Context: an optimization exercise on an open-source flow, tuned for a short achievable clock period and few clock cycles per item. The choices shown serve that exercise and are no tape-out recipe. In this exercise RTL edits were held to simulation tests only and were not proved equivalent to the original. In every run shown here, the design's own scripts or RTL, not TritonCTS, make the clock network. The flow treats the clock pin as an ideal source. Dropping or thinning the clock tree relies on that and would not hold on a real chip. No activity file was given, so power comes from the tool's default toggle rates.

File: flow/config.mk
export PLATFORM = sky130hd
export DESIGN_NAME = core_top
export DESIGN_NICKNAME = core_top
export VERILOG_FILES = /design/flow/design.v
export SDC_FILE = /design/flow/constraint.sdc
export NUM_CORES = 4
export LEC_CHECK = 0
export ABC_CLOCK_PERIOD_IN_PS = 3000
export CAP_MARGIN = 20
export CELL_PAD_IN_SITES_DETAIL_PLACEMENT = 1
export CELL_PAD_IN_SITES_GLOBAL_PLACEMENT = 2
export CORE_MARGIN = 2
export CORE_UTILIZATION = 40
export SLEW_MARGIN = 20
File: flow/constraint.sdc
create_clock -name core_clock -period 12.0 [get_ports {clk}]
set_input_delay 2.4000 -clock core_clock [delete_from_list [all_inputs] [get_ports {clk}]]
set_output_delay 2.4000 -clock core_clock [all_outputs]
set_load 0.01 [all_outputs]
File: flow/design.v
package core_pkg;
  typedef logic [31:0] word_t;
  typedef logic [4:0]  reg_idx_t;
  typedef enum logic [6:0] {
    OP_IMM = 7'b0010011,   
    OP_REG = 7'b0110011    
  } opcode_e;
  typedef enum logic [2:0] {
    F3_ADD = 3'b000,
    F3_SLL = 3'b001,
    F3_SLT = 3'b010,
    F3_XOR = 3'b100,
    F3_SR  = 3'b101,   
    F3_OR  = 3'b110,
    F3_AND = 3'b111
  } funct3_e;
  typedef enum logic [3:0] {
    ALU_ADD,
    ALU_SUB,
    ALU_AND,
    ALU_OR,
    ALU_XOR,
    ALU_SLT,
    ALU_SLL,
    ALU_SRL
  } alu_op_e;
  typedef struct packed {
    logic [6:0] funct7;
    reg_idx_t   rs2;
    reg_idx_t   rs1;
    logic [2:0] funct3;
    reg_idx_t   rd;
    logic [6:0] opcode;
  } inst_fmt_t;
  typedef struct packed {
    alu_op_e  alu_op;
    logic     src2_is_imm;
    logic     wr_en;
    reg_idx_t rd;
    reg_idx_t rs1;
    reg_idx_t rs2;
    word_t    imm;
  } ctrl_t;
  typedef struct packed {
    logic     valid;
    reg_idx_t rd;
    word_t    data;
  } retire_t;
endpackage
module fetch_sequencer (
  input  logic        clk,
  input  logic        rst_q,    
  input  logic [31:0] inst,
  output logic [31:0] pc,
  output logic [31:0] ir,       
  output logic        ir_v,     
  output logic [31:1] oh1,      
  output logic [31:1] oh2       
);
  logic [29:0] pcw;
  always_ff @(posedge clk) begin
    if (!rst_q) begin
      pcw <= 30'h2000_0000;
    end else begin
      pcw <= pcw + 30'd1;
    end
  end
  assign pc = {pcw, 2'b00};
  always_ff @(posedge clk) begin
    ir   <= inst;
    ir_v <= rst_q;
    for (int i = 1; i < 32; i++) begin
      oh1[i] <= (inst[19:15] == 5'(i));
      oh2[i] <= (inst[24:20] == 5'(i));
    end
  end
endmodule
module decode_unit (
  input  logic [31:0] inst,
  output logic        exec,       
  output logic        is_reg,     
  output logic [4:0]  rd,
  output logic [4:0]  rs1,
  output logic [4:0]  rs2,
  output logic [31:0] imm,        
  output logic        sub,        
  output logic [6:0]  sel         
);
  logic [6:0] opcode;
  logic [2:0] f3;
  logic       alt;
  logic       is_imm;
  logic       legal;
  assign opcode = inst[6:0];
  assign f3     = inst[14:12];
  assign alt    = inst[30];
  assign rd     = inst[11:7];
  assign rs1    = inst[19:15];
  assign rs2    = inst[24:20];
  assign is_reg = (opcode == 7'b0110011);
  assign is_imm = (opcode == 7'b0010011);
  assign legal = (f3 != 3'b011) && !(f3 == 3'b101 && alt);
  assign exec  = (is_reg || is_imm) && legal;
  assign imm = (f3 == 3'b001 || f3 == 3'b101) ? {27'd0, inst[24:20]}
                                              : {{20{inst[31]}}, inst[31:20]};
  assign sub = (f3 == 3'b010) || (f3 == 3'b000 && is_reg && alt);
  assign sel[0] = (f3 == 3'b000);
  assign sel[1] = (f3 == 3'b010);
  assign sel[2] = (f3 == 3'b001);
  assign sel[3] = (f3 == 3'b101);
  assign sel[4] = (f3 == 3'b100);
  assign sel[5] = (f3 == 3'b110);
  assign sel[6] = (f3 == 3'b111);
endmodule
module reg_file (
  input  logic        clk,
  input  logic        rst_q,
  input  logic [31:1] wsel,     
  input  logic [31:0] wd,
  input  logic [31:1] rsel1,
  input  logic [31:1] rsel2,
  output logic [31:0] rd1,
  output logic [31:0] rd2
);
  logic [31:0] regs [1:32-1];
  genvar i;
  generate
    for (i = 1; i < 32; i++) begin : g_reg
      always_ff @(posedge clk) begin
        if (!rst_q) begin
          regs[i] <= '0;
        end else if (wsel[i]) begin
          regs[i] <= wd;
        end
      end
    end
  endgenerate
  always_comb begin
    rd1 = '0;
    rd2 = '0;
    for (int k = 1; k < 32; k++) begin
      rd1 = rd1 | ({32{rsel1[k]}} & regs[k]);
      rd2 = rd2 | ({32{rsel2[k]}} & regs[k]);
    end
  end
endmodule
module execute_unit (
  input  logic [31:0] op_a,      
  input  logic [31:0] op_b,      
  input  logic [31:0] op_bx,     
  input  logic [31:0] fwd,       
  input  logic [3:0]  fa,        
  input  logic [3:0]  fb,        
  input  logic [3:0]  fbp,       
  input  logic [3:0]  fbn,       
  input  logic        sub,
  input  logic [6:0]  sel,
  output logic [31:0] result
);
  logic [31:0] a;
  logic [31:0] b;
  logic [31:0] bx;
  logic [31:0] sum;
  logic        lt;
  logic [31:0] sll;
  logic [31:0] srl;
  genvar i, l;
  generate
    for (i = 0; i < 32; i++) begin : g_op
      assign a[i]  = op_a[i]  | (fwd[i] & fa[i/8]);
      assign b[i]  = op_b[i]  | (fwd[i] & fb[i/8]);
      assign bx[i] = op_bx[i] | (fwd[i] & fbp[i/8]) | (~fwd[i] & fbn[i/8]);
    end
  endgenerate
  logic [31:0] g [0:5];
  logic [31:0] p [0:5];
  logic [31:0] hp;
  assign hp   = a ^ bx;
  assign g[0] = (a & bx) | {31'd0, hp[0] & sub};
  assign p[0] = hp;
  generate
    for (l = 0; l < 5; l++) begin : g_lvl
      for (i = 0; i < 32; i++) begin : g_bit
        if (i >= (1 << l)) begin : g_op
          assign g[l+1][i] = g[l][i] | (p[l][i] & g[l][i - (1 << l)]);
          assign p[l+1][i] = p[l][i] & p[l][i - (1 << l)];
        end else begin : g_pass
          assign g[l+1][i] = g[l][i];
          assign p[l+1][i] = p[l][i];
        end
      end
    end
  endgenerate
  assign sum = hp ^ {g[5][30:0], sub};
  assign lt = (a[31] ^ b[31]) ? a[31] : sum[31];
  assign sll = a << b[4:0];
  assign srl = a >> b[4:0];
  assign result = ({32{sel[0]}} & sum)
                | {31'd0, sel[1] & lt}
                | ({32{sel[2]}} & sll)
                | ({32{sel[3]}} & srl)
                | ({32{sel[4]}} & (a ^ b))
                | ({32{sel[5]}} & (a | b))
                | ({32{sel[6]}} & (a & b));
endmodule
module core_top (
  input  logic    clk,
  input  logic    rst_n,
  input  logic [31:0]       inst,
  output logic [31:0]       pc,
  output logic              retire_valid,
  output logic [4:0]        retire_rd,
  output logic [31:0]       retire_data
);
  logic rst_q;
  always_ff @(posedge clk) begin
    rst_q <= rst_n;
  end
  logic [31:0] ir;
  logic        ir_v;
  logic [31:1] oh1;
  logic [31:1] oh2;
  fetch_sequencer u_seq (
    .clk   (clk),
    .rst_q (rst_q),
    .inst  (inst),
    .pc    (pc),
    .ir    (ir),
    .ir_v  (ir_v),
    .oh1   (oh1),
    .oh2   (oh2)
  );
  logic        d_exec;
  logic        d_is_reg;
  logic [4:0]  d_rd;
  logic [4:0]  d_rs1;
  logic [4:0]  d_rs2;
  logic [31:0] d_imm;
  logic        d_sub;
  logic [6:0]  d_sel;
  decode_unit u_dec (
    .inst   (ir),
    .exec   (d_exec),
    .is_reg (d_is_reg),
    .rd     (d_rd),
    .rs1    (d_rs1),
    .rs2    (d_rs2),
    .imm    (d_imm),
    .sub    (d_sub),
    .sel    (d_sel)
  );
  logic        e_v;       
  logic        e_we;      
  logic [31:1] e_wsel;    
  logic [4:0]  e_rd;
  logic [31:0] e_a;
  logic [31:0] e_b;
  logic [31:0] e_bx;
  logic [3:0]  e_fa;      
  logic [3:0]  e_fb;
  logic [3:0]  e_fbp;
  logic [3:0]  e_fbn;
  logic        e_sub;
  logic [6:0]  e_sel;
  logic        w_v;
  logic        w_we;
  logic [31:1] w_wsel;
  logic [4:0]  w_rd;
  logic [31:0] w_data;    
  logic [31:0] f_data;    
  logic [4:0]  r_rd;      
  logic [31:0] r_data;
  logic [31:0] rf_a;
  logic [31:0] rf_b;
  reg_file u_rf (
    .clk   (clk),
    .rst_q (rst_q),
    .wsel  (w_wsel),
    .wd    (w_data),
    .rsel1 (oh1),
    .rsel2 (oh2),
    .rd1   (rf_a),
    .rd2   (rf_b)
  );
  logic        d_v;
  logic        d_we;
  logic [31:0] d_a;
  logic [31:0] d_b;
  assign d_v  = ir_v && rst_q && d_exec;
  assign d_we = d_v && (d_rd != 5'd0);
  assign d_a = (w_we && w_rd == d_rs1) ? w_data : rf_a;
  assign d_b = !d_is_reg ? d_imm
             : (w_we && w_rd == d_rs2) ? w_data : rf_b;
  logic [31:1] d_wsel;
  logic [31:0] oh1_x;
  logic [31:0] oh2_x;
  logic [3:0]  d_fa;
  logic [3:0]  d_fb;
  logic        p_a2;
  logic        p_b2;
  always_comb begin
    for (int i = 1; i < 32; i++) begin
      d_wsel[i] = d_we && (d_rd == 5'(i));
    end
  end
  always_ff @(posedge clk) begin
    p_a2 <= d_we && (d_rd == inst[19:15]);
    p_b2 <= d_we && (d_rd == inst[24:20]);
  end
  assign oh1_x = {oh1, 1'b0};
  assign oh2_x = {oh2, 1'b0};
  assign d_fa[0] = e_we && (e_rd == d_rs1);
  assign d_fa[1] = |(e_wsel & oh1);
  assign d_fa[2] = p_a2;
  assign d_fa[3] = e_we && oh1_x[e_rd];
  assign d_fb[0] = d_is_reg && e_we && (e_rd == d_rs2);
  assign d_fb[1] = d_is_reg && |(e_wsel & oh2);
  assign d_fb[2] = d_is_reg && p_b2;
  assign d_fb[3] = d_is_reg && e_we && oh2_x[e_rd];
  always_ff @(posedge clk) begin
    e_v     <= d_v;
    e_we    <= d_we;
    e_wsel  <= d_wsel;
    e_rd    <= d_rd;
    e_a     <= d_fa[0] ? 32'd0 : d_a;
    e_b     <= d_fb[0] ? 32'd0 : d_b;
    e_bx    <= d_fb[0] ? 32'd0 : (d_b ^ {32{d_sub}});
    e_fa    <= d_fa;
    e_fb    <= d_fb;
    e_fbp   <= d_fb & {4{!d_sub}};
    e_fbn   <= d_fb & {4{d_sub}};
    e_sub   <= d_sub;
    e_sel   <= d_sel;
  end
  logic [31:0] e_res;
  execute_unit u_exe (
    .op_a   (e_a),
    .op_b   (e_b),
    .op_bx  (e_bx),
    .fwd    (f_data),
    .fa     (e_fa),
    .fb     (e_fb),
    .fbp    (e_fbp),
    .fbn    (e_fbn),
    .sub    (e_sub),
    .sel    (e_sel),
    .result (e_res)
  );
  always_ff @(posedge clk) begin
    w_v    <= e_v && rst_q && rst_n;
    w_we   <= e_we && rst_q;
    w_wsel <= e_wsel & {31{rst_q}};
    w_rd   <= e_rd;
    f_data <= e_res;
    r_rd   <= e_rd & {5{e_v}};
    r_data <= e_res & {32{e_v}};
    if (e_we) begin
      w_data <= e_res;
    end
  end
  assign retire_valid = w_v;
  assign retire_rd    = r_rd;
  assign retire_data  = r_data;
endmodule
File: flow/flow/run.sh
#!/bin/bash
# Standard ORFS layout with two changes:
#  - repair_timing aims below the clock period (setup margin), so the layout
#    is pushed past merely meeting 12 ns;
#  - after the standard CTS stage, the clock tree is rebuilt by mytree.tcl:
#    the clock port drives four root buffers (one per quadrant of the
#    flip-flops), each driving the leaf buffers of its quadrant. The tree is
#    balanced for all flip-flops alike; timing repair (setup and hold) then
#    runs as usual in the global-route stage.
# Each tool's output goes to its own log file in this folder.
set -uo pipefail
VARS="SETUP_SLACK_MARGIN=8.6"
RES=orfs/results/sky130hd/core_top/base

bash standard.sh $VARS cts > make_cts.log 2>&1 || exit 1

IN_ODB=$RES/4_cts.odb IN_SDC=$RES/4_cts.sdc OUT_ODB=$RES/4_cts_tree.odb NLEAF=56 \
  openroad -no_init -exit flow/mytree.tcl > mytree.log 2>&1 || exit 1
cp $RES/4_cts_tree.odb $RES/4_cts.odb
touch $RES/4_cts.sdc

bash standard.sh $VARS finish > make_finish.log 2>&1
File: flow/flow/mytree.tcl
# Rebuild the clock tree: the clock port drives 4 clkbuf_16 buffers, one per
# quadrant of the sinks; each drives the leaf clkbuf_16 buffers of its
# quadrant; each leaf drives a compact group of flip-flops. Groups come from
# recursive bisection of the sink positions, so they are equal in size.
# Env: IN_ODB IN_SDC OUT_ODB NLEAF
set plat /OpenROAD-flow-scripts/flow/platforms/sky130hd
read_liberty $plat/lib/sky130_fd_sc_hd__tt_025C_1v80.lib
read_db $::env(IN_ODB)
read_sdc $::env(IN_SDC)
source $plat/setRC.tcl
set_propagated_clock [all_clocks]
estimate_parasitics -placement
puts "before:"; report_clock_latency

set block [ord::get_db_block]
set db [ord::get_db]
set clk [$block findNet clk]

# remove the existing tree
set bufs {}
foreach inst [$block getInsts] {
  set n [$inst getName]
  if {[string match "clkbuf_*" $n] || [string match "clkload*" $n]} { lappend bufs $inst }
}
set sinks {}
set oldnets {}
foreach inst $bufs {
  foreach it [$inst getITerms] {
    set net [$it getNet]
    if {$net == "NULL" || [$net getName] == "clk"} { continue }
    lappend oldnets $net
    if {[$it isOutputSignal]} {
      foreach s [$net getITerms] {
        if {[$s getInst] != $inst && ![string match "clkbuf_*" [[$s getInst] getName]] && ![string match "clkload*" [[$s getInst] getName]]} { lappend sinks $s }
      }
    }
  }
}
foreach s [$clk getITerms] {
  set n [[$s getInst] getName]
  if {![string match "clkbuf_*" $n]} { lappend sinks $s }
}
puts "removing [llength $bufs] buffers, [llength $sinks] sinks"
foreach s $sinks { $s disconnect }
foreach it [$clk getITerms] { $it disconnect }
foreach inst $bufs { odb::dbInst_destroy $inst }
foreach net [lsort -unique $oldnets] { odb::dbNet_destroy $net }

proc pos {it} { set b [[$it getInst] getBBox]; return [list [expr {([$b xMin]+[$b xMax])/2}] [expr {([$b yMin]+[$b yMax])/2}]] }
# split items into n groups of near-equal size, alternating the cut axis
proc bisect {items n axis} {
  if {$n <= 1} { return [list $items] }
  set keyed {}
  foreach i $items { lappend keyed [list [lindex [pos $i] $axis] $i] }
  set sorted {}
  foreach k [lsort -real -index 0 $keyed] { lappend sorted [lindex $k 1] }
  set na [expr {$n / 2}]
  set h [expr {int(round(double([llength $sorted]) * $na / $n))}]
  set a [lrange $sorted 0 [expr {$h-1}]]
  set b [lrange $sorted $h end]
  return [concat [bisect $a $na [expr {1-$axis}]] [bisect $b [expr {$n-$na}] [expr {1-$axis}]]]
}
proc centroid {its} {
  set sx 0.0; set sy 0.0
  foreach i $its { set p [pos $i]; set sx [expr {$sx + [lindex $p 0]}]; set sy [expr {$sy + [lindex $p 1]}] }
  return [list [expr {int($sx / [llength $its])}] [expr {int($sy / [llength $its])}]]
}
set master [$db findMaster sky130_fd_sc_hd__clkbuf_16]
set mw [$master getWidth]
proc add_buf {name c inet onet} {
  global block master mw
  set b [odb::dbInst_create $block $master $name]
  $b setLocation [expr {[lindex $c 0] - $mw/2}] [lindex $c 1]
  $b setPlacementStatus PLACED
  [$b findITerm A] connect $inet
  [$b findITerm X] connect $onet
  return $b
}
set nleaf [expr {[info exists ::env(NLEAF)] ? $::env(NLEAF) : 56}]
set quads [bisect $sinks 4 0]
set q 0
set li 0
foreach quad $quads {
  set rnet [odb::dbNet_create $block "clknet_root_$q"]
  $rnet setSigType CLOCK
  set rb [add_buf "clkbuf_root_$q" [centroid $quad] $clk $rnet]
  set groups [bisect $quad [expr {$nleaf / 4}] 0]
  foreach g $groups {
    set lnet [odb::dbNet_create $block "clknet_leaf_$li"]
    $lnet setSigType CLOCK
    set lb [add_buf "clkbuf_leaf_$li" [centroid $g] $rnet $lnet]
    foreach s $g { $s connect $lnet }
    incr li
  }
  puts "quadrant $q: [llength $quad] sinks, [llength $groups] leaves"
  incr q
}
detailed_placement
check_placement
estimate_parasitics -placement
puts "after:"; report_clock_latency
report_checks -to [all_outputs] -format end
report_checks -from [all_inputs] -format end
report_check_types -max_slew -max_capacitance -violators
# worst clock pin slew
set worst 0
foreach p [get_pins -hierarchical */CLK] {
  set s [get_property $p slew_max]
  if {$s > $worst} { set worst $s }
}
puts "worst clk pin slew $worst"
set worst 0
foreach p [get_pins clkbuf_leaf_*/A] {
  set s [get_property $p slew_max]
  if {$s > $worst} { set worst $s }
}
puts "worst leaf input slew $worst"
write_db $::env(OUT_ODB)
File: flow/standard.sh
#!/bin/bash
# synth_recipe.tcl (not shown) runs the flow's synth.tcl, then flattens the netlist and writes it again
# the make line also repeats each setting of config.mk as NAME=value (left out here)
make -C /OpenROAD-flow-scripts/flow DESIGN_CONFIG=/design/flow/config.mk WORK_HOME=/design/flow/orfs CLKGATE_MAP_FILE= SYNTH_SCRIPT=/design/flow/synth_recipe.tcl "${@:-finish}"
==> flow_summary.toml, run 1 <==
[yosys]
synth_seq_area_share_pct = 41.0
synth_top_flop_cell = "dfxtp_1"
synth-xor-area-share_pct = 1.26
syn_area_um2 = 70000
ys_ff_latch = 1417
synth-adder-area-share_pct = 1.77
synth-edff-count = 32
synth_area_per_cell_um2 = 9.83
yosys_warnings = 7
synthArstFlopShare_pct = 0
synth-compound-area-share_pct = 17.3
post_synth_num_cell_types = 83
synthMuxAreaShare_pct = 17.4
synth_top_family_by_area = "multiplexers"
synthSimpleGateAreaFrac_pct = 16.5
synthCells = 7123

[timing]
max_freq_mhz = 285
slew_headroom_pct = 12.3
tightest_slew_ns = 1.32
slew_viol_final = 0
setup_tns_ns = 0
rsz0062_at_grt = "yes"
fin_crit_ns = 3.51
setup_violations = 0
finClkSkew_ns = 0.0428
hold_viol_final = 0
fin_crit_sh_pct = 29.3

[floorplanning]
die_y_um = 422
die_w_um = 422
pin_count = 104
core_um2 = 174000
dieArea_um2 = 178000
fp-row-count = 153
initial_core_util_pct = 40.3

[grt]
overflow = 0
antenna_found_initial = 27
grt_pass1_wl_mm = 525
grt_max_degree = 271
grt_pass1_vias = 61080
track_usage_pct = 41.8

[critical_path]
crit_path_end_kind = "output port"
r2r_cells = 8
worst-path-stages = 1
cpPeakStageDelay_ns = 0.46
cp_cell_sequence = "buf_6"
path_class = "register to output port"
worstPathMaxFanout = 1
cp_slowest_cell = "dfxtp_4"
critPathLaunchType = "register"
cp.buffers_inverters = 1
crit_required_ns = 9.60
arrival_ns = 1.11
path_delay_family = "flip-flops"

[clock_tree]
cts_hold_buf = 0
clk_pin_slew_worst_paths_ns = 0.11
clk_latency_ns = 0.54
numClockSinks = 1417

[routing]
dr_wl_met2_mm = 169
vias_per_cell = 6.89
m1WireLength_mm = 155
drc = 0
vias = 62794
wl_per_cell_um = 42.5
drt_iter0_drc = 8206
drtAntennaViolNets = 0
top_layer_used = "met5"
totalWireLength_mm = 387
dr_wl_met3_mm = 37.1
dr.pass1.iters = 9

[placement]
dp_cells = 8984
gp_congestion = 0.932
place_hpwl_mm = 236
portBuffers = 101

[min_path]
holdCritPathClass = "register to register"
holdPathStages = 0

[status]
status = "timing/DRC/antenna clean"

[power_and_ir_drop]
pwr_density_cell_nw_per_um2 = 104
vdd_drop_max_mv = 0.132
power.total_uw = 7820
p_leak_uw = 0.0242

[cells_and_area]
fillers = 19282
drive_gt1_share_pct = 10.8
utilization_pct = 43.4
final_nets = 6907
fin_cells = 9112
area_growth_pct = 7.83

[run]
max_cap_violations = 0
## logic make-up after synthesis
| group | Yosys count |
|---|---|
| xor gates and xnor gates | 101 |
| muxes | 1111 |
| other | 1 |
| and+or+nand+nor | 2048 |
| buffers and inverters | 844 |
| DFF | 1417 |
| AOI/OAI and AO/OA | 1503 |
| adders and majority gates | 98 |
## area by class of cell
type	count	area (µm²)	area share (%)
sequential	1417	29100	38.6
antenna	14	35.0	0.0464
buffer	60	1500	1.99
tap	2325	2910	3.85
inverter	80	322	0.426
timing repair buffer	353	3080	4.08
multi-input combinational	4863	38500	51.0
## cell usage after synthesis (73+ instances only)
| master | instances | area share, % |
|---|---|---|
| nand4_1 | 155 | 1.4 |
| a22o_1 | 374 | 4.7 |
| nor2b_1 | 1030 | 9.2 |
| nand3_1 | 73 | 0.52 |
| inv_1 | 74 | 0.40 |
| nor3_1 | 78 | 0.56 |
| and2_1 | 98 | 0.88 |
| a221oi_1 | 380 | 4.8 |
| a21oi_1 | 85 | 0.61 |
| ha_1 | 96 | 1.7 |
| nand2_1 | 161 | 0.86 |
| o21ai_0 | 83 | 0.59 |
| a22oi_1 | 189 | 2.0 |
| buf_1 | 110 | 0.59 |
| mux2i_1 | 1026 | 15 |
| nor2_1 | 291 | 1.6 |
| clkbuf_1 | 606 | 3.2 |
| dfxtp_1 | 1385 | 40 |
## report_power, final
group | switching [µW] | internal [µW] | total (µW)
Combinational | 337 | 175 | 512
Sequential | 80.8 | 4740 | 4820
Clock | 1580 | 896 | 2480
Total | 2000 | 5810 | 7820
## state kept, by name, summed over array words and instances (netlist names), 4 cells and up
register   cells
e_fbn          4
e_fbp          4
e_b           32
f_data        32
u_seq.pcw     30
e_rd           5
e_fa           4
r_data        32
u_seq.oh2     31
w_wsel        31
u_rf.regs    992
e_wsel        31
e_a           32
e_fb           4
r_rd           5
u_seq.ir      32
w_rd           5
u_seq.oh1     31
w_data        32
e_bx          32
e_sel          7
## per-layer routing
metal | track usage, % | vias up
met4 | 24.0 | 16
met3 | 9.69 | 1083
met1 | 53.9 | 32376
li1 | - | 25363
met5 | 0 | -
met2 | 63.9 | 3956
## path summary, 6_finish.rpt
path	to	slack [ns]	start
setup reg to reg	e_bx[11]$_SDFF_PP0_	8.51	u_seq.oh2[9]$_DFF_P_
setup / recovery	retire_data[19]	8.49	r_data[19]$_DFF_P_
hold reg to reg	e_rd[4]$_DFF_P_	0.46	u_seq.ir[11]$_DFF_P_
hold / removal	e_rd[4]$_DFF_P_	0.46	u_seq.ir[11]$_DFF_P_
## timing repair
action | 4_1_cts | 5_1_grt
buffers inserted | 38 | 16
gates resized for setup | 500 | 67
endpoints found under the setup margin | 173 | 385
pin swaps | 4 | 15
## stage by stage
step | setup slack, ns | hold WS, ns | instance area, µm²
3_3_place_gp | 7.31 | 0.446 | 72700
2_1_floorplan | 8.81 | 0.310 | 70000
4_1_cts | 8.16 | 0.474 | 79100
5_1_grt | 8.47 | 0.488 | 75400
3_5_place_dp | 7.22 | 0.463 | 72800
6_report | 8.49 | 0.464 | 75500
## cell usage in the layout (no fill, tap or decap), types with 80 or more instances in the layout
master    count
a221oi_1    379
a22o_1      374
a22oi_1     189
and2_1       97
buf_4       237
dfxtp_1    1222
dfxtp_4      89
ha_1         80
mux2i_1    1024
nand2_1     161
nand4_1     155
nor2_1      289
nor2b_1    1029
Testbench counts, summed over its fixed seeds: cycles 16,032, items 16,000.
==> inputs of run 2 (changes only) <==
--- a/flow/design.v
+++ b/flow/design.v
@@ -157,3 +157,7 @@
   input  logic [6:0]  sel,
-  output logic [31:0] result
+  input  logic [6:0]  sel_r,     
+  input  logic [6:0]  sel_w,     
+  output logic [31:0] result,
+  output logic [31:0] result_r,  
+  output logic [31:0] result_w   
 );
@@ -204,2 +208,16 @@
                 | ({32{sel[6]}} & (a & b));
+  assign result_r = ({32{sel_r[0]}} & sum)
+                  | {31'd0, sel_r[1] & lt}
+                  | ({32{sel_r[2]}} & sll)
+                  | ({32{sel_r[3]}} & srl)
+                  | ({32{sel_r[4]}} & (a ^ b))
+                  | ({32{sel_r[5]}} & (a | b))
+                  | ({32{sel_r[6]}} & (a & b));
+  assign result_w = ({32{sel_w[0]}} & sum)
+                  | {31'd0, sel_w[1] & lt}
+                  | ({32{sel_w[2]}} & sll)
+                  | ({32{sel_w[3]}} & srl)
+                  | ({32{sel_w[4]}} & (a ^ b))
+                  | ({32{sel_w[5]}} & (a | b))
+                  | ({32{sel_w[6]}} & (a & b));
 endmodule
@@ -264,2 +282,4 @@
   logic [6:0]  e_sel;
+  logic [6:0]  e_sel_r;   
+  logic [6:0]  e_sel_w;   
   logic        w_v;
@@ -333,4 +353,8 @@
     e_sel   <= d_sel;
+    e_sel_r <= d_sel & {7{d_v}};
+    e_sel_w <= d_sel & {7{d_we}};
   end
   logic [31:0] e_res;
+  logic [31:0] e_res_r;
+  logic [31:0] e_res_w;
   execute_unit u_exe (
@@ -345,4 +369,8 @@
     .sub    (e_sub),
-    .sel    (e_sel),
-    .result (e_res)
+    .sel      (e_sel),
+    .sel_r    (e_sel_r),
+    .sel_w    (e_sel_w),
+    .result   (e_res),
+    .result_r (e_res_r),
+    .result_w (e_res_w)
   );
@@ -355,6 +383,4 @@
     r_rd   <= e_rd & {5{e_v}};
-    r_data <= e_res & {32{e_v}};
-    if (e_we) begin
-      w_data <= e_res;
-    end
+    r_data <= e_res_r;
+    w_data <= e_res_w;
   end
==> flow/flow/run.sh (replaced) <==
#!/bin/bash
# Standard ORFS layout with two changes:
#  - repair_timing aims below the clock period (setup margin), so the layout
#    is pushed past merely meeting 12 ns;
#  - after the standard CTS stage, the clock tree is rebuilt by mytree.tcl:
#    the clock port drives four root buffers, each feeds three buffers, each
#    of those feeds six leaf buffers, and each leaf drives an equal, compact
#    group of flip-flops (recursive bisection of their positions). The tree
#    is balanced for all flip-flops alike; timing repair (setup and hold)
#    then runs as usual in the global-route stage.
# Each tool's output goes to its own log file in this folder.
set -uo pipefail
VARS="SETUP_SLACK_MARGIN=8.6"
RES=orfs/results/sky130hd/core_top/base

bash standard.sh $VARS cts > make_cts.log 2>&1 || exit 1

IN_ODB=$RES/4_cts.odb IN_SDC=$RES/4_cts.sdc OUT_ODB=$RES/4_cts_tree.odb \
  FANOUT="4 3 6" ROOT_AT_PORT=1 ROOT_PULL=0.5 \
  openroad -no_init -exit flow/mytree.tcl > mytree.log 2>&1 || exit 1
cp $RES/4_cts_tree.odb $RES/4_cts.odb
touch $RES/4_cts.sdc

bash standard.sh $VARS finish > make_finish.log 2>&1
--- a/flow/flow/mytree.tcl
+++ b/flow/flow/mytree.tcl
@@ -18,25 +18,54 @@
 
-# remove the existing tree
+# optionally move each flip-flop that drives an output port's buffer next to
+# that buffer, so the clock-to-output path has no long wire
+if {[info exists ::env(MOVE_OUT)] && $::env(MOVE_OUT)} {
+  set moved 0
+  foreach bt [$block getBTerms] {
+    if {[$bt getIoType] != "OUTPUT"} { continue }
+    set net [$bt getNet]
+    if {$net == "NULL"} { continue }
+    set drv ""
+    foreach it [$net getITerms] { if {[$it isOutputSignal]} { set drv [$it getInst] } }
+    if {$drv == ""} { continue }
+    set inet ""
+    foreach it [$drv getITerms] { if {[$it isInputSignal]} { set inet [$it getNet] } }
+    if {$inet == "" || $inet == "NULL"} { continue }
+    set ff ""
+    foreach it [$inet getITerms] { if {[$it isOutputSignal]} { set ff [$it getInst] } }
+    if {$ff == "" || ![string match "*df*" [[$ff getMaster] getName]]} { continue }
+    # only when the flip-flop drives nothing but this buffer
+    set qn 0
+    foreach it [$ff getITerms] { if {[$it isOutputSignal] && [$it getNet] != "NULL"} { incr qn [llength [[$it getNet] getITerms]] } }
+    if {$qn != 2} { continue }
+    set loc [$drv getLocation]
+    $ff setLocation [lindex $loc 0] [lindex $loc 1]
+    incr moved
+  }
+  puts "moved $moved output flip-flops"
+  detailed_placement
+}
+
+# remove the existing tree: every buffer/inverter reachable from the clock
+# port through clock-tree cells (named clkbuf_* / clkload* by TritonCTS)
 set bufs {}
-foreach inst [$block getInsts] {
-  set n [$inst getName]
-  if {[string match "clkbuf_*" $n] || [string match "clkload*" $n]} { lappend bufs $inst }
-}
 set sinks {}
 set oldnets {}
-foreach inst $bufs {
-  foreach it [$inst getITerms] {
-    set net [$it getNet]
-    if {$net == "NULL" || [$net getName] == "clk"} { continue }
-    lappend oldnets $net
-    if {[$it isOutputSignal]} {
-      foreach s [$net getITerms] {
-        if {[$s getInst] != $inst && ![string match "clkbuf_*" [[$s getInst] getName]] && ![string match "clkload*" [[$s getInst] getName]]} { lappend sinks $s }
+set todo [list $clk]
+while {[llength $todo]} {
+  set net [lindex $todo 0]
+  set todo [lrange $todo 1 end]
+  if {$net != $clk} { lappend oldnets $net }
+  foreach it [$net getITerms] {
+    if {![$it isInputSignal]} { continue }
+    set inst [$it getInst]
+    set n [$inst getName]
+    if {[string match "clkbuf_*" $n] || [string match "clkload*" $n]} {
+      lappend bufs $inst
+      foreach o [$inst getITerms] {
+        if {[$o isOutputSignal] && [$o getNet] != "NULL"} { lappend todo [$o getNet] }
       }
+    } else {
+      lappend sinks $it
     }
   }
-}
-foreach s [$clk getITerms] {
-  set n [[$s getInst] getName]
-  if {![string match "clkbuf_*" $n]} { lappend sinks $s }
 }
@@ -78,21 +107,42 @@
 }
-set nleaf [expr {[info exists ::env(NLEAF)] ? $::env(NLEAF) : 56}]
-set quads [bisect $sinks 4 0]
-set q 0
-set li 0
-foreach quad $quads {
-  set rnet [odb::dbNet_create $block "clknet_root_$q"]
-  $rnet setSigType CLOCK
-  set rb [add_buf "clkbuf_root_$q" [centroid $quad] $clk $rnet]
-  set groups [bisect $quad [expr {$nleaf / 4}] 0]
+# FANOUT lists the fanout of the port and of each buffer level above the
+# leaves, e.g. "4 14": the port drives 4 buffers, each drives 14 leaf
+# buffers, and each leaf drives an equal share of the flip-flops.
+set fanout [expr {[info exists ::env(FANOUT)] ? $::env(FANOUT) : "4 14"}]
+set nb 0
+# With ROOT_AT_PORT the first level sits at the clock pin, so the port's own
+# net stays short.
+set port_xy ""
+set pf [expr {[info exists ::env(ROOT_PULL)] ? $::env(ROOT_PULL) : 0.5}]
+if {[info exists ::env(ROOT_AT_PORT)] && $::env(ROOT_AT_PORT)} {
+  set bt [$block findBTerm clk]
+  set bb [$bt getBBox]
+  set core [$block getCoreArea]
+  set px [expr {max([$core xMin] + 20000, min([$core xMax] - 20000, ([$bb xMin] + [$bb xMax]) / 2))}]
+  set py [expr {max([$core yMin] + 20000, min([$core yMax] - 20000, ([$bb yMin] + [$bb yMax]) / 2))}]
+  set port_xy [list $px $py]
+}
+proc build {inet items fans} {
+  global block nb port_xy
+  set f [lindex $fans 0]
+  set groups [bisect $items $f 0]
   foreach g $groups {
-    set lnet [odb::dbNet_create $block "clknet_leaf_$li"]
-    $lnet setSigType CLOCK
-    set lb [add_buf "clkbuf_leaf_$li" [centroid $g] $rnet $lnet]
-    foreach s $g { $s connect $lnet }
-    incr li
+    set onet [odb::dbNet_create $block "clknet_t_$nb"]
+    $onet setSigType CLOCK
+    set c [centroid $g]
+    if {$inet eq [$block findNet clk] && $port_xy ne ""} {
+      # a quarter of the way from the pin towards the group
+      set c [list [expr {int($::pf * [lindex $port_xy 0] + (1.0 - $::pf) * [lindex $c 0])}] [expr {int($::pf * [lindex $port_xy 1] + (1.0 - $::pf) * [lindex $c 1])}]]
+    }
+    add_buf "clkbuf_t_$nb" $c $inet $onet
+    incr nb
+    if {[llength $fans] > 1} {
+      build $onet $g [lrange $fans 1 end]
+    } else {
+      foreach s $g { $s connect $onet }
+    }
   }
-  puts "quadrant $q: [llength $quad] sinks, [llength $groups] leaves"
-  incr q
 }
+build $clk $sinks $fanout
+puts "built $nb clock buffers, fanout $fanout"
 detailed_placement
@@ -112,3 +162,3 @@
 set worst 0
-foreach p [get_pins clkbuf_leaf_*/A] {
+foreach p [get_pins clkbuf_t_*/A] {
   set s [get_property $p slew_max]
==> run 2 against run 1 <==
  * Routed wire length rose by 1.4%
  * Utilization rose by 0.33 points
  * Combinational power rose by 5.7%
  * Die area rose by 1.7%
  * Global-route usage fell by 0.20 points
  * First-iteration DRC count rose by 24%
  * Worst hold slack improved by 0.037 ns
  * Critical path type unchanged
  * Cell count rose by 3.4%
  * Area after synthesis rose by 1.7%
  * Critical path depth did not move
  * Setup slack improved by 0.022 ns
  * Register-to-register slack barely moved
==> flow_summary.toml, run 2 <==
[critical_path]
r2r_cells = 12
crit_path_end_kind = "output port"
r2r-end = "r_data[26]$_DFF_P_"
crit-reg2reg-launch = "e_fbn[1]$_DFF_P_"
worstPathMaxFanout = 1
path_class = "register to output port"
cp_slowest_cell = "dfxtp_4"
path_delay_family = "flip-flops"
crit_required_ns = 9.60
cp.buffers_inverters = 1
worst-path-stages = 1
cpPeakStageDelay_ns = 0.40
arrival_ns = 1.09
ff2ff_setup_slack_ns = 8.52
critPathLaunchType = "register"
cp_cell_sequence = "buf_6"

[grt]
grt_pass1_wl_mm = 533
antenna_found_initial = 25
grt_max_degree = 132
grt_pass1_vias = 63686
overflow = 0
track_usage_pct = 41.6

[timing]
slew_headroom_pct = 14.6
finClkSkew_ns = 0.0907
max_freq_mhz = 286
holdWs_ns = 0.501
fin_crit_sh_pct = 29.1
setup_violations = 0
tightest_slew_ns = 1.27
setup_tns_ns = 0
rsz0062_at_grt = "yes"
fin_crit_ns = 3.49
hold_viol_final = 0
slew_viol_final = 0

[clock_tree]
cts_hold_buf = 0
numClockSinks = 1431
clk_pin_slew_worst_paths_ns = 0.09
clk_latency_ns = 0.60

[placement]
gp_congestion = 0.932
place_hpwl_mm = 237
portBuffers = 101

[power_and_ir_drop]
pwr_density_cell_nw_per_um2 = 109
vdd_drop_max_mv = 0.179
p_leak_uw = 0.0252

[yosys]
yosys-top-cells-area = "dfxtp_1, mux2i_1, nor2b_1"
post_synth_num_cell_types = 78
synth-edff-count = 0
synth_seq_area_share_pct = 40.2
synth.most_common_cell = "dfxtp_1"
ys_ff_latch = 1431
synthCells = 7425
netlist_top_cells_count = "dfxtp_1, mux2i_1, nor2b_1"
yosys_warnings = 7
synth_top_flop_cell = "dfxtp_1"
synthArstFlopShare_pct = 0
synth_area_per_cell_um2 = 9.59
yosysTopAreaCellShare_pct = 40.2
yosysTopAreaCell = "dfxtp_1"
syn_area_um2 = 71200

[routing]
dr.pass1.iters = 9
drt_iter0_drc = 10167
totalWireLength_mm = 393
drc = 0
drtAntennaViolNets = 0
vias = 65416
wl_per_cell_um = 41.7
vias_per_cell = 6.94

[cells_and_area]
area.sequential_um2 = 29000
fillers = 19417
drive_gt1_share_pct = 10.5
largest_register_ffs = 992
final_common_cell = "dfxtp_1"
area_growth_pct = 8.46
regMostFlops = "u_rf.regs"
multi_input_area_um2 = 39400
final_nets = 7204
layout_common_cells = "dfxtp_1, mux2i_1, nor2b_1"

[floorplanning]
die_y_um = 426
core_um2 = 176000
die_w_um = 426
fp-row-count = 154
initial_core_util_pct = 40.3
dieArea_um2 = 181000
pin_count = 104

[min_path]
hold_path_end = "w_wsel[26]$_DFF_P_"
holdCritPathClass = "register to register"
hp-start = "e_wsel[26]$_DFF_P_"
holdPathStages = 1

[status]
status = "timing/DRC/antenna clean"

[run]
max_cap_violations = 0
[run 2: cells by family (layout without fill, tap and decap cells)]
group / Yosys count / count (layout) / synth area share [%]
AO/OA/AOI/OAI: 1688 / 1690 / 18.9
XOR/XNOR: 109 / 109 / 1.34
adder cells (fa/ha/maj): 98 / 98 / 1.74
buffers and inverters: 930 / 572 / 5.19
flip-flops: 1431 / 1431 / 40.2
multiplexers: 1115 / 1115 / 16.6
other: 1 / 12 / 0.00527
AND/OR/NAND/NOR: 2053 / 2053 / 15.9
[run 2: where the power goes]
group | switching (µW) | internal [µW]
registers | 71.8 | 4770
clock network | 1740 | 1320
logic | 363 | 178
total | 2180 | 6270
[run 2: worst max-delay path by stage]
stage / from / to / slack (ns)
floorplan: e_fa[0]$_DFF_P_ / f_data[26]$_DFF_P_ / 8.66
global placement: e_fa[0]$_DFF_P_ / w_data[30]$_DFF_P_ / 7.24
detailed placement: e_fb[0]$_DFF_P_ / r_data[1]$_DFF_P_ / 7.72
CTS: r_data[17]$_DFF_P_ / retire_data[17] / 8.21
global route: e_fbn[0]$_DFF_P_ / r_data[20]$_DFF_P_ / 8.43
finish: r_data[17]$_DFF_P_ / retire_data[17] / 8.51
[run 2: repair_timing]
action	CTS	global route
pin swaps	14	13
setup endpoints to repair	368	252
cloned	3	1
setup buffers	34	15
gates resized for setup	494	46
[run 2: metrics by stage]
stage	power (µW)	setup slack, ns	std cells	instance area [µm²]	utilization [%]
after floorplan	5240	8.66	7426	71200	-
after global placement	5440	7.24	9269	73800	41.8
after detailed placement	5450	7.72	9269	73800	41.8
after CTS	10800	8.21	9604	80300	45.5
after global routing	8660	8.43	9410	77200	43.7
final	8450	8.51	9420	77200	43.7
[run 2: area by class of cell]
type | count | share of cell area (%)
repair buffers | 354 | 3.97
diodes | 10 | 0.0324
repair inverters | 1 | 0.0146
inverters | 129 | 0.664
multi-input cells | 5067 | 51.1
plain buffers | 88 | 2.85
well taps | 2340 | 3.79
flip-flops and latches | 1431 | 37.6
[run 2: layer usage]
metal | GRT usage [%] | vias up | share of wire [%] | routed length (µm)
li1 | - | 26464 | - | -
met1 | 56.4 | 33498 | 41 | 163000
met2 | 60.8 | 4433 | 42 | 163000
met3 | 10.9 | 1015 | 11 | 43700
met4 | 20.5 | 6 | 5.9 | 23100
met5 | 0 | - | 0.011 | 44
Testbench counts of run 2, summed over its fixed seeds: cycles 16,032, items 16,000.
==> inputs of run 3 (changes only) <==
--- a/flow/config.mk
+++ b/flow/config.mk
@@ -12,3 +12,3 @@
 export CORE_MARGIN = 2
-export CORE_UTILIZATION = 40
+export CORE_UTILIZATION = 55
 export SLEW_MARGIN = 20
==> run 3 against run 2 <==
  * Clock skew decreased by 0.015 ns
  * Critical path depth is 10 higher
  * Via count grew 4.4%
  * Still clean
  * Fmax shrank 0.25%
  * Die area fell by 27%
  * Critical path type is now register to register
  * Register-to-register slack got worse by 0.02 ns
  * Sequential power hardly changed
  * Utilization rose by 16 points
==> flow_summary.toml, run 3 <==
[power_and_ir_drop]
power.total_uw = 8370
power.internal_uw = 6270
pwr_density_cell_nw_per_um2 = 109
p_leak_uw = 0.0252
comb_power_share_pct = 6.3
switching_power_uw = 2100
vdd_drop_max_mv = 0.157
pwr-share-seq_pct = 58.0
netSwitchingFraction_pct = 25.1
pwr-share-clk_pct = 35.8

[routing]
dr.pass1.iters = 15
drtAntennaViolNets = 0
drt_iter0_drc = 12669
drc = 0
vias_per_cell = 7.75
vias = 68267
wl_per_cell_um = 41.2
totalWireLength_mm = 363

[clock_tree]
clk_latency_ns = 0.57
clk_pin_slew_worst_paths_ns = 0.09
numClockSinks = 1431

[yosys]
syn_area_um2 = 71200
synth_area_per_cell_um2 = 9.59
yosys-top-cells-area = "dfxtp_1, mux2i_1, nor2b_1"
synth_seq_area_share_pct = 40.2
yosysTopAreaCell = "dfxtp_1"
yosysTopAreaCellShare_pct = 40.2
synthCells = 7425
post_synth_num_cell_types = 78
synth.most_common_cell = "dfxtp_1"
synth-edff-count = 0
netlist_top_cells_count = "dfxtp_1, mux2i_1, nor2b_1"
yosys_warnings = 7
synthArstFlopShare_pct = 0
ys_ff_latch = 1431
synth_top_flop_cell = "dfxtp_1"

[timing]
setup_violations = 0
slew_headroom_pct = 10.6
fin_crit_ns = 3.50
holdWs_ns = 0.489
fin_ws_ns = 8.50
hold_viol_final = 0
rsz0062_at_grt = "yes"
slew_viol_final = 0
tightest_slew_ns = 1.34
finClkSkew_ns = 0.0754
setup_tns_ns = 0
fin_crit_sh_pct = 29.2
max_freq_mhz = 286

[run]
max_cap_violations = 0

[cells_and_area]
fillers = 13861
fin_cells = 8813
layout_common_cells = "dfxtp_1, mux2i_1, nor2b_1"
drive_gt1_share_pct = 10.6
largest_register_ffs = 992
multi_input_area_um2 = 39500
regMostFlops = "u_rf.regs"
area.sequential_um2 = 29000
final_common_cell = "dfxtp_1"
final_nets = 7185
area_growth_pct = 7.40

[grt]
grt_pass1_vias = 66837
grt_pass1_wl_mm = 501
overflow = 0
use_met2_pct = 73.2
use_met1_pct = 64.4
track_usage_pct = 52.4
grt.met3_usage_pct = 21.7
grt_max_degree = 280
antenna_found_initial = 26
busiest_layer = "met2"

[floorplanning]
pin_count = 104
die_w_um = 364
initial_core_util_pct = 55.2
core_um2 = 129000
dieArea_um2 = 132000
die_y_um = 364
fp-row-count = 132

[placement]
pre_cts_ws_ns = 7.46
dp_cells = 8643
gp_congestion = 1.01
place_hpwl_mm = 208
portBuffers = 101

[critical_path]
critPathLaunch = "e_fa[2]$_DFF_P_"
path_class = "register to register"
cpPeakStageDelay_ns = 0.53
crit-reg2reg-launch = "e_fa[2]$_DFF_P_"
crit_required_ns = 12.47
crit_path_end_kind = "register"
cp_slowest_cell = "dfxtp_1"
critPathLaunchType = "register"
worstPathMaxFanout = 8
arrival_ns = 3.97
crit_path_frequent_cell = "a21o_1"
cp_cell_sequence = "a21o_1, ha_1, a21o_1, a21o_1, a21o_1, a21oi_1, a31oi_1, a2111oi_4, a211oi_2, buf_4, o21ai_1"

[status]
status = "timing/DRC/antenna clean"

[min_path]
hp-start = "e_wsel[11]$_DFF_P_"
holdCritPathClass = "register to register"
-- run 3: cell types whose count changed in the layout (fill, tap and decap cells not counted), sizes merged --
cell | before | now
bufbuf | 1 | 0
inv | 128 | 127
clkbuf | 90 | 91
nand3 | 111 | 112
diode | 10 | 20
buf | 318 | 299
-- run 3: layout make-up --
type	instances	area share, %
Buffer	88	2.88
Tap cell	1742	2.85
Inverter	129	0.668
Timing Repair Buffer	335	3.91
Antenna cell	20	0.0655
Sequential cell	1431	37.9
Multi-Input combinational cell	5068	51.7
-- run 3: worst max-delay path, delay by kind of cell (launching register included) --
family,cells,cell delay [ns]
AOI/OAI and AO/OA,9,2.31
DFF,1,0.53
adders and majority gates,1,0.42
buffers and inverters,1,0.16
-- run 3: logic make-up (layout without fill, tap and decap cells) --
kind of cell	count (synthesis)	in the layout	synth area share (%)
flip-flops	1431	1431	40.2
adder cells (fa/ha/maj)	98	98	1.74
multiplexers	1115	1115	16.6
XOR/XNOR	109	109	1.34
AO/OA/AOI/OAI	1688	1690	18.9
buffers and inverters	930	552	5.19
AND/OR/NAND/NOR	2053	2054	15.9
other	1	22	0.00527
-- run 3: metrics by stage --
stage	cell area [µm²]	util, %
2_1_floorplan	71200	-
3_3_place_gp	72800	56.5
3_5_place_dp	72800	56.5
4_1_cts	78500	60.9
5_1_grt	76400	59.2
6_report	76500	59.3
-- run 3: path summary, 6_finish.rpt --
| kind | cells past startpoint | end | slack [ns] |
|---|---|---|---|
| setup / recovery | 11 | w_data[30]$_DFF_P_ | 8.50 |
| setup reg to reg | 11 | w_data[30]$_DFF_P_ | 8.50 |
| hold reg to reg | 1 | w_wsel[11]$_DFF_P_ | 0.49 |
| hold / removal | 1 | w_wsel[11]$_DFF_P_ | 0.49 |
-- run 3: metal layers --
metal / vias up / wire length (µm)
met3: 2175 / 56600
met5: - / 266
met4: 30 / 34800
met2: 6261 / 142000
li1: 26432 / -
met1: 33369 / 129000
-- run 3: timing repair --
| action | 4_1_cts | 5_1_grt |
|---|---|---|
| pin swaps | 16 | 19 |
| hold buffers | 0 | 0 |
| setup endpoints to repair | 511 | 480 |
| cloned | 3 | 1 |
| setup buffers | 40 | 16 |
| resized for setup | 469 | 97 |
-- run 3: power groups by stage --
stage	Clock, µW	Sequential [µW]	Combinational [µW]
after floorplan	0	4920	323
after global placement	0	4960	458
after detailed placement	0	4960	465
after CTS	4770	4850	481
after global routing	3130	4860	534
final	2990	4850	523
==> inputs of run 4 (changes only) <==
--- a/flow/flow/run.sh
+++ b/flow/flow/run.sh
@@ -1,5 +1,8 @@
 #!/bin/bash
-# Standard ORFS layout with two changes:
+# Standard ORFS layout with these changes:
+#  - synthesis leaves adders to ABC (no full/half-adder cell extraction);
+#    the registers are the standard synthesis's, unchanged;
 #  - repair_timing aims below the clock period (setup margin), so the layout
 #    is pushed past merely meeting 12 ns;
+#  - each output port's buffer is placed next to the flip-flop driving it;
 #  - after the standard CTS stage, the clock tree is rebuilt by mytree.tcl:
@@ -12,3 +15,3 @@
 set -uo pipefail
-VARS="SETUP_SLACK_MARGIN=8.6"
+VARS="SETUP_SLACK_MARGIN=8.6 ADDER_MAP_FILE="
 RES=orfs/results/sky130hd/core_top/base
@@ -18,3 +21,3 @@
 IN_ODB=$RES/4_cts.odb IN_SDC=$RES/4_cts.sdc OUT_ODB=$RES/4_cts_tree.odb \
-  FANOUT="4 3 6" ROOT_AT_PORT=1 ROOT_PULL=0.5 \
+  FANOUT="4 3 6" ROOT_AT_PORT=1 ROOT_PULL=0.5 MOVE_OBUF=1 \
   openroad -no_init -exit flow/mytree.tcl > mytree.log 2>&1 || exit 1
--- a/flow/flow/mytree.tcl
+++ b/flow/flow/mytree.tcl
@@ -20,3 +20,3 @@
 # that buffer, so the clock-to-output path has no long wire
-if {[info exists ::env(MOVE_OUT)] && $::env(MOVE_OUT)} {
+if {([info exists ::env(MOVE_OUT)] && $::env(MOVE_OUT)) || ([info exists ::env(MOVE_OBUF)] && $::env(MOVE_OBUF))} {
   set moved 0
@@ -39,4 +39,10 @@
     if {$qn != 2} { continue }
-    set loc [$drv getLocation]
-    $ff setLocation [lindex $loc 0] [lindex $loc 1]
+    if {[info exists ::env(MOVE_OBUF)] && $::env(MOVE_OBUF)} {
+      # the output buffer goes next to its flip-flop and drives the wire to the pin
+      set loc [$ff getLocation]
+      $drv setLocation [lindex $loc 0] [lindex $loc 1]
+    } else {
+      set loc [$drv getLocation]
+      $ff setLocation [lindex $loc 0] [lindex $loc 1]
+    }
     incr moved
--- a/flow/config.mk
+++ b/flow/config.mk
@@ -12,3 +12,3 @@
 export CORE_MARGIN = 2
-export CORE_UTILIZATION = 55
+export CORE_UTILIZATION = 40
 export SLEW_MARGIN = 20
==> run 4 against run 3 <==
  * Still clean on timing, DRC and antenna
  * Synthesized cell count is 3.8% higher
  * Cell count is 11% higher
  * Sequential power hardly changed
  * Power is 2.2% higher
  * Utilization is 15 points lower
  * Via count is 2.5% lower
  * Critical path type unchanged
  * Critical endpoint is now f_data[31]$_DFF_P_
  * Largest power group unchanged
==> flow_summary.toml, run 4 <==
[yosys]
post_synth_num_cell_types = 80
synth_area_per_cell_um2 = 9.22
synth_seq_area_share_pct = 40.3
netlist_top_cells_count = "dfxtp_1, nor2b_1, mux2i_1"
yosys-top-cells-area = "dfxtp_1, mux2i_1, nor2b_1"
synth-adder-area-share_pct = 0.211
synth_top_flop_cell = "dfxtp_1"
yosysTopAreaCell = "dfxtp_1"
synthMuxAreaShare_pct = 15.3
yosysTopAreaCellShare_pct = 40.3
synth-compound-area-share_pct = 20.0
synthCells = 7704
synth.most_common_cell = "dfxtp_1"
ys_ff_latch = 1431
synthArstFlopShare_pct = 0
synthSimpleGateAreaFrac_pct = 17.9
syn_area_um2 = 71000
yosys_warnings = 7
synth-xor-area-share_pct = 1.55
synth_top_family_by_area = "compound AO/OA/AOI/OAI gates"
synth-edff-count = 0

[cells_and_area]
regMostFlops = "u_rf.regs"
drive_gt1_share_pct = 12.2
area.sequential_um2 = 29000
area_growth_pct = 10.0
utilization_pct = 44.3
fillers = 19741
final_nets = 7447
final_common_cell = "dfxtp_1"
multi_input_area_um2 = 39900
layout_common_cells = "dfxtp_1, nor2b_1, mux2i_1"
final_area_um2 = 78100
largest_register_ffs = 992

[clock_tree]
clk_pin_slew_worst_paths_ns = 0.11
cts_hold_buf = 0
numClockSinks = 1431
clk_latency_ns = 0.58

[power_and_ir_drop]
comb_power_share_pct = 7.3
p_leak_uw = 0.0251
vdd_drop_max_mv = 0.176
power.internal_uw = 6310
switching_power_uw = 2240
netSwitchingFraction_pct = 26.2
power.total_uw = 8560
pwr-share-seq_pct = 56.8
pwr-share-clk_pct = 35.9
pwr_density_cell_nw_per_um2 = 110

[routing]
top_layer_used = "met5"
dr_wl_met2_mm = 172
vias_per_cell = 6.82
drt_iter0_drc = 8793
m1WireLength_mm = 153
vias = 66592
wl_per_cell_um = 39.9
dr.pass1.iters = 9
drtAntennaViolNets = 0
totalWireLength_mm = 390
drc = 0
dr_wl_met3_mm = 37.2

[critical_path]
cp_cell_sequence = "buf_12, clkbuf_4, nor2b_1, a211oi_2, o31ai_2, a21oi_1, o31ai_2, a41oi_2, buf_6, a21oi_4, o21ai_2, o31a_1, xor2_2, buf_4, xnor2_2, a221o_1"
critPathLaunchType = "register"
path_delay_family = "compound AO/OA/AOI/OAI gates"
crit_path_frequent_cell = "o31ai_2"
path_class = "register to register"
cp_slowest_cell = "dfxtp_4"
ff2ff_setup_slack_ns = 8.43
cpPeakStageDelay_ns = 0.39
worstPathMaxFanout = 8
crit_path_end_kind = "register"
arrival_ns = 4.06
cp.buffers_inverters = 4
crit_required_ns = 12.48

[floorplanning]
fp-row-count = 154
core_um2 = 176000
die_y_um = 425
pin_count = 104
initial_core_util_pct = 40.3
die_w_um = 425
dieArea_um2 = 181000

[timing]
setup_violations = 0
rsz0062_at_grt = "yes"
fin_crit_sh_pct = 29.8
max_freq_mhz = 280
slew_headroom_pct = 19.6
finClkSkew_ns = 0.0672
slew_viol_final = 0
fin_ws_ns = 8.43
hold_viol_final = 0
fin_crit_ns = 3.57
setup_tns_ns = 0
tightest_slew_ns = 1.20

[grt]
grt_pass1_vias = 64350
grt_pass1_wl_mm = 531
track_usage_pct = 41.2
grt_max_degree = 121
antenna_found_initial = 35
overflow = 0

[status]
status = "timing/DRC/antenna clean"

[placement]
place_area_um2 = 73800
place_hpwl_mm = 234
gp_congestion = 0.907
pre_cts_ws_ns = 6.84
portBuffers = 101

[min_path]
holdCritPathClass = "register to register"

[run]
max_cap_violations = 0
[run 4: kinds of logic after synthesis]
logic type	Yosys count
AND/OR/NAND/NOR	2330
adder cells (fa/ha/maj)	15
other	1
flip-flops	1431
multiplexers	1060
AO/OA/AOI/OAI	1885
XOR/XNOR	126
buffers and inverters	856
[run 4: power by group through the flow]
stage / combinational, µW / clock [µW] / sequential, µW
after global placement: 549 / 0 / 4970
final: 628 / 3070 / 4860
after global routing: 648 / 3250 / 4860
after CTS: 579 / 5540 / 4860
after floorplan: 351 / 0 / 4930
after detailed placement: 551 / 0 / 4970
[run 4: final cells by class]
cell class | instances | area share (%)
Antenna cell | 14 | 0.0448
Buffer | 88 | 2.82
Inverter | 32 | 0.154
Multi-Input combinational cell | 5418 | 51.1
Sequential cell | 1431 | 37.2
Tap cell | 2340 | 3.75
Timing Repair Buffer | 442 | 4.95
[run 4: routing by layer]
metal / vias up / global-route usage, %
li1: 27468 / -
met4: 20 / 25.4
met5: - / 0
met3: 1289 / 10.2
met1: 33807 / 51.1
met2: 4008 / 64.0
[run 4: worst register-to-register path, cell delays in order (launching register included)]
cell and delay [ns]:
dfxtp_4 0.39, buf_12 0.13, clkbuf_4 0.18, nor2b_1 0.18, a211oi_2 0.08, o31ai_2 0.36
a21oi_1 0.12, o31ai_2 0.33, a41oi_2 0.08, buf_6 0.17, a21oi_4 0.19, o21ai_2 0.08
o31a_1 0.34, xor2_2 0.19, buf_4 0.18, xnor2_2 0.14, a221o_1 0.34
[run 4: what timing repair did]
action | in CTS | in global routing
pin swaps | 34 | 35
endpoints found under the setup margin | 360 | 360
gates resized for setup | 506 | 154
cloned | 0 | 2
setup buffers | 69 | 50
[run 4: final timing paths]
check | to | start | cells past startpoint
max | f_data[31]$_DFF_P_ | e_fbn[1]$_DFF_P_ | 16
max reg2reg | f_data[31]$_DFF_P_ | e_fbn[1]$_DFF_P_ | 16
min | w_data[0]$_DFF_P_ | e_sel_w[1]$_DFF_P_ | 2
min reg2reg | w_data[0]$_DFF_P_ | e_sel_w[1]$_DFF_P_ | 2
[run 4: through the flow]
step                      hold slack [ns]  std cells
final                               0.513       9765
after global routing                0.539       9751
after CTS                           0.510       9915
after detailed placement            0.487       9542
after global placement              0.476       9542
after floorplan                     0.310       7705
==> inputs of run 5 (changes only) <==
==> flow/flow/run.sh (replaced) <==
#!/bin/bash
# Standard ORFS layout with two changes:
#  - repair_timing aims below the clock period (setup margin), so the layout
#    is pushed past merely meeting 12 ns;
#  - after the standard CTS stage, the clock tree is rebuilt by mytree.tcl:
#    the clock port drives four root buffers, each feeds three buffers, each
#    of those feeds six leaf buffers, and each leaf drives an equal, compact
#    group of flip-flops (recursive bisection of their positions). The tree
#    is balanced for all flip-flops alike. mytree.tcl then runs a setup
#    repair on placement parasitics; timing repair (setup and hold) runs
#    again as usual in the global-route stage.
# Each tool's output goes to its own log file in this folder.
set -uo pipefail
VARS="SETUP_SLACK_MARGIN=8.6"
RES=orfs/results/sky130hd/core_top/base

bash standard.sh $VARS cts > make_cts.log 2>&1 || exit 1

IN_ODB=$RES/4_cts.odb IN_SDC=$RES/4_cts.sdc OUT_ODB=$RES/4_cts_tree.odb \
  FANOUT="4 3 6" ROOT_AT_PORT=1 ROOT_PULL=0.5 REPAIR_MARGIN=8.8 \
  openroad -no_init -exit flow/mytree.tcl > mytree.log 2>&1 || exit 1
cp $RES/4_cts_tree.odb $RES/4_cts.odb
touch $RES/4_cts.sdc

bash standard.sh $VARS finish > make_finish.log 2>&1
--- a/flow/flow/mytree.tcl
+++ b/flow/flow/mytree.tcl
@@ -157,2 +157,13 @@
 puts "after:"; report_clock_latency
+# with the new tree in place, a first setup repair on placement parasitics
+# (the global-route stage repairs setup and hold again afterwards)
+if {[info exists ::env(REPAIR_MARGIN)]} {
+  set_dont_use [list sky130_fd_sc_hd__probe_p_8 sky130_fd_sc_hd__probec_p_8 sky130_fd_sc_hd__lpflow_* sky130_fd_sc_hd__clkbuf_* sky130_fd_sc_hd__clkdlybuf* sky130_fd_sc_hd__dlygate* sky130_fd_sc_hd__dlymetal*]
+  puts "before repair: wns [worst_slack -max]"
+  repair_timing -setup -setup_margin $::env(REPAIR_MARGIN) -repair_tns 100 -verbose
+  puts "after repair: wns [worst_slack -max]"
+  detailed_placement
+  check_placement
+  estimate_parasitics -placement
+}
 report_checks -to [all_outputs] -format end
==> run 5 against run 4 <==
  * Still clean
  * Flip-flop and latch count stayed put
  * Area after synthesis rose by 0.27%
  * Fmax is 2.2% higher
  * Synthesized cell count is 3.6% lower
  * Die area increased by 0.26%
  * Sequential share of layout area is 0.23 points higher
  * Clock power about the same
  * Cell area down 0.58%
  * Worst hold slack worse by 0.014 ns
  * Via count decreased by 1.8%
  * Global-route usage up 0.61 points
  * First-iteration DRC count grew 15%
  * Critical endpoint is now retire_data[17]
  * Largest power group unchanged
==> flow_summary.toml, run 5 <==
[status]
status = "timing/DRC/antenna clean"

[min_path]
hold_path_end = "w_wsel[26]$_DFF_P_"
holdCritPathClass = "register to register"
hp-start = "e_wsel[26]$_DFF_P_"
holdPathStages = 1

[critical_path]
cpPeakStageDelay_ns = 0.40
crit-reg2reg-launch = "e_fb[0]$_DFF_P_"
r2r-end = "f_data[2]$_DFF_P_"
cp.buffers_inverters = 1
cp_cell_sequence = "buf_6"
crit_path_end_kind = "output port"
ff2ff_setup_slack_ns = 8.58
cp_slowest_cell = "dfxtp_4"
worstPathMaxFanout = 1
crit_required_ns = 9.60
arrival_ns = 1.09
critPathLaunchType = "register"
r2r_cells = 10
path_delay_family = "flip-flops"
path_class = "register to output port"

[routing]
totalWireLength_mm = 394
drc = 0
drt_iter0_drc = 10135
vias_per_cell = 6.91
drtAntennaViolNets = 0
wl_per_cell_um = 41.6
dr.pass1.iters = 9
vias = 65370

[yosys]
post_synth_num_cell_types = 78
synth_seq_area_share_pct = 40.2
ys_ff_latch = 1431
synth.most_common_cell = "dfxtp_1"
synthCells = 7425
synthArstFlopShare_pct = 0
syn_area_um2 = 71200
yosysTopAreaCellShare_pct = 40.2
yosysTopAreaCell = "dfxtp_1"
netlist_top_cells_count = "dfxtp_1, mux2i_1, nor2b_1"
synth-edff-count = 0
yosys-top-cells-area = "dfxtp_1, mux2i_1, nor2b_1"
synth_top_flop_cell = "dfxtp_1"
yosys_warnings = 7
synth_area_per_cell_um2 = 9.59

[placement]
portBuffers = 101
dp_cells = 9269
place_hpwl_mm = 237
pre_cts_ws_ns = 7.72
gp_congestion = 0.932
place_area_um2 = 73800

[grt]
track_usage_pct = 41.8
overflow = 0
grt_max_degree = 132
grt_pass1_wl_mm = 536
antenna_found_initial = 28
grt_pass1_vias = 64161

[cells_and_area]
drive_gt1_share_pct = 11.0
fin_cells = 9463
area_growth_pct = 9.11
multi_input_area_um2 = 39600
final_nets = 7249
layout_common_cells = "dfxtp_1, mux2i_1, nor2b_1"
area.sequential_um2 = 29100
fillers = 19426
final_common_cell = "dfxtp_1"
regMostFlops = "u_rf.regs"
largest_register_ffs = 992
final_area_um2 = 77700

[timing]
setup_violations = 0
slew_headroom_pct = 12.6
setup_tns_ns = 0
rsz0062_at_grt = "yes"
max_freq_mhz = 286
tightest_slew_ns = 1.30
fin_ws_ns = 8.51
fin_crit_ns = 3.49
slew_viol_final = 0
finClkSkew_ns = 0.0879
fin_crit_sh_pct = 29.1
hold_viol_final = 0

[power_and_ir_drop]
vdd_drop_max_mv = 0.180
pwr_density_cell_nw_per_um2 = 109
p_leak_uw = 0.0253

[clock_tree]
clk_latency_ns = 0.59
cts_hold_buf = 0
numClockSinks = 1431
clk_pin_slew_worst_paths_ns = 0.09

[floorplanning]
initial_core_util_pct = 40.3
pin_count = 104
core_um2 = 176000
dieArea_um2 = 181000
die_y_um = 426
fp-row-count = 154
die_w_um = 426

[run]
max_cap_violations = 0
==> run 5: repair_timing <==
item	in CTS	in global routing
cloned	3	0
gates resized for setup	494	24
setup buffers	34	2
endpoints found under the setup margin	368	84
pin swaps	14	6
==> run 5: routing by layer <==
layer  GRT usage, %  routed length [µm]  vias to the layer above
li1               -                   -                    26555
met1           56.2              164000                    33422
met2           61.2              163000                     4288
met3           11.5               43100                     1089
met4           20.7               23200                       16
met5              0                 104                        -
==> run 5: kinds of logic after synthesis <==
kind of cell             share of synthesized area, %
flip-flops                                       40.2
AO/OA/AOI/OAI                                    18.9
multiplexers                                     16.6
buffers and inverters                            5.19
XOR/XNOR                                         1.34
adder cells (fa/ha/maj)                          1.74
AND/OR/NAND/NOR                                  15.9
other                                         0.00527
==> run 5: final cells by class <==
class,count,area share [%]
antenna,8,0.0258
timing repair buffer,399,4.29
tap,2340,3.77
sequential,1431,37.4
inverter,129,0.660
multi-input combinational,5067,51.0
timing repair inverter,1,0.0145
buffer,88,2.83
==> run 5: worst max-delay path by stage <==
stage / start / to / cells past startpoint
after floorplan: e_fa[0]$_DFF_P_ / f_data[26]$_DFF_P_ / 13
after global placement: e_fa[0]$_DFF_P_ / w_data[30]$_DFF_P_ / 12
after detailed placement: e_fb[0]$_DFF_P_ / r_data[1]$_DFF_P_ / 9
after CTS: r_data[17]$_DFF_P_ / retire_data[17] / 1
after global routing: r_data[17]$_DFF_P_ / retire_data[17] / 1
final: r_data[17]$_DFF_P_ / retire_data[17] / 1
==> run 5: power by group <==
part           total (µW)  internal [µW]  switching (µW)
Clock                3070           1320            1750
Sequential           4840           4770            71.4
Combinational         556            187             369
==> run 5: through the flow <==
stage / power, µW / utilization [%] / hold slack (ns)
floorplan: 5240 / - / 0.310
global placement: 5440 / 41.8 / 0.482
detailed placement: 5450 / 41.8 / 0.482
CTS: 10800 / 45.5 / 0.509
global route: 8670 / 44.0 / 0.516
finish: 8470 / 44.0 / 0.499

## port drivers added, routing unchanged
No port has a modelled driver above. Below, the same layouts with a new extraction and two added sets of constraints.
Step 1 sets driving cells, clkbuf_16 on the clock port and buf_2 on the other inputs (assumed; they add their load-dependent delay and slew).
Step 2 times the ports against the registers' clock, not the clock port: input delays grow and output delays shrink by t, the midpoint of the rising clock arrivals with the driver on.
Three values: ideal, step 1, step 2; two values: the first two.
| run | t, ns | setup WS [ns] | clock arrival spread, ns | worst slew at a driven data input, ns |
|---|---|---|---|---|
| run 1 | 0.718 | 8.486 / 8.287 / 8.131 | 0.046 / 0.046 | 0.08 |
| run 2 | 0.676 | 8.508 / 8.382 / 8.140 | 0.091 / 0.091 | 0.05 |
| run 3 | 0.658 | 8.499 / 8.430 / 8.158 | 0.076 / 0.076 | 0.05 |
| run 4 | 0.683 | 8.427 / 8.389 / 8.173 | 0.083 / 0.083 | 0.13 |
| run 5 | 0.677 | 8.505 / 8.379 / 8.144 | 0.088 / 0.089 | 0.06 |
After both steps setup and hold are still met in every run listed. The setup slack of run 2, which loses most, moves by -0.126 ns with the drivers and by -0.368 ns with both steps.
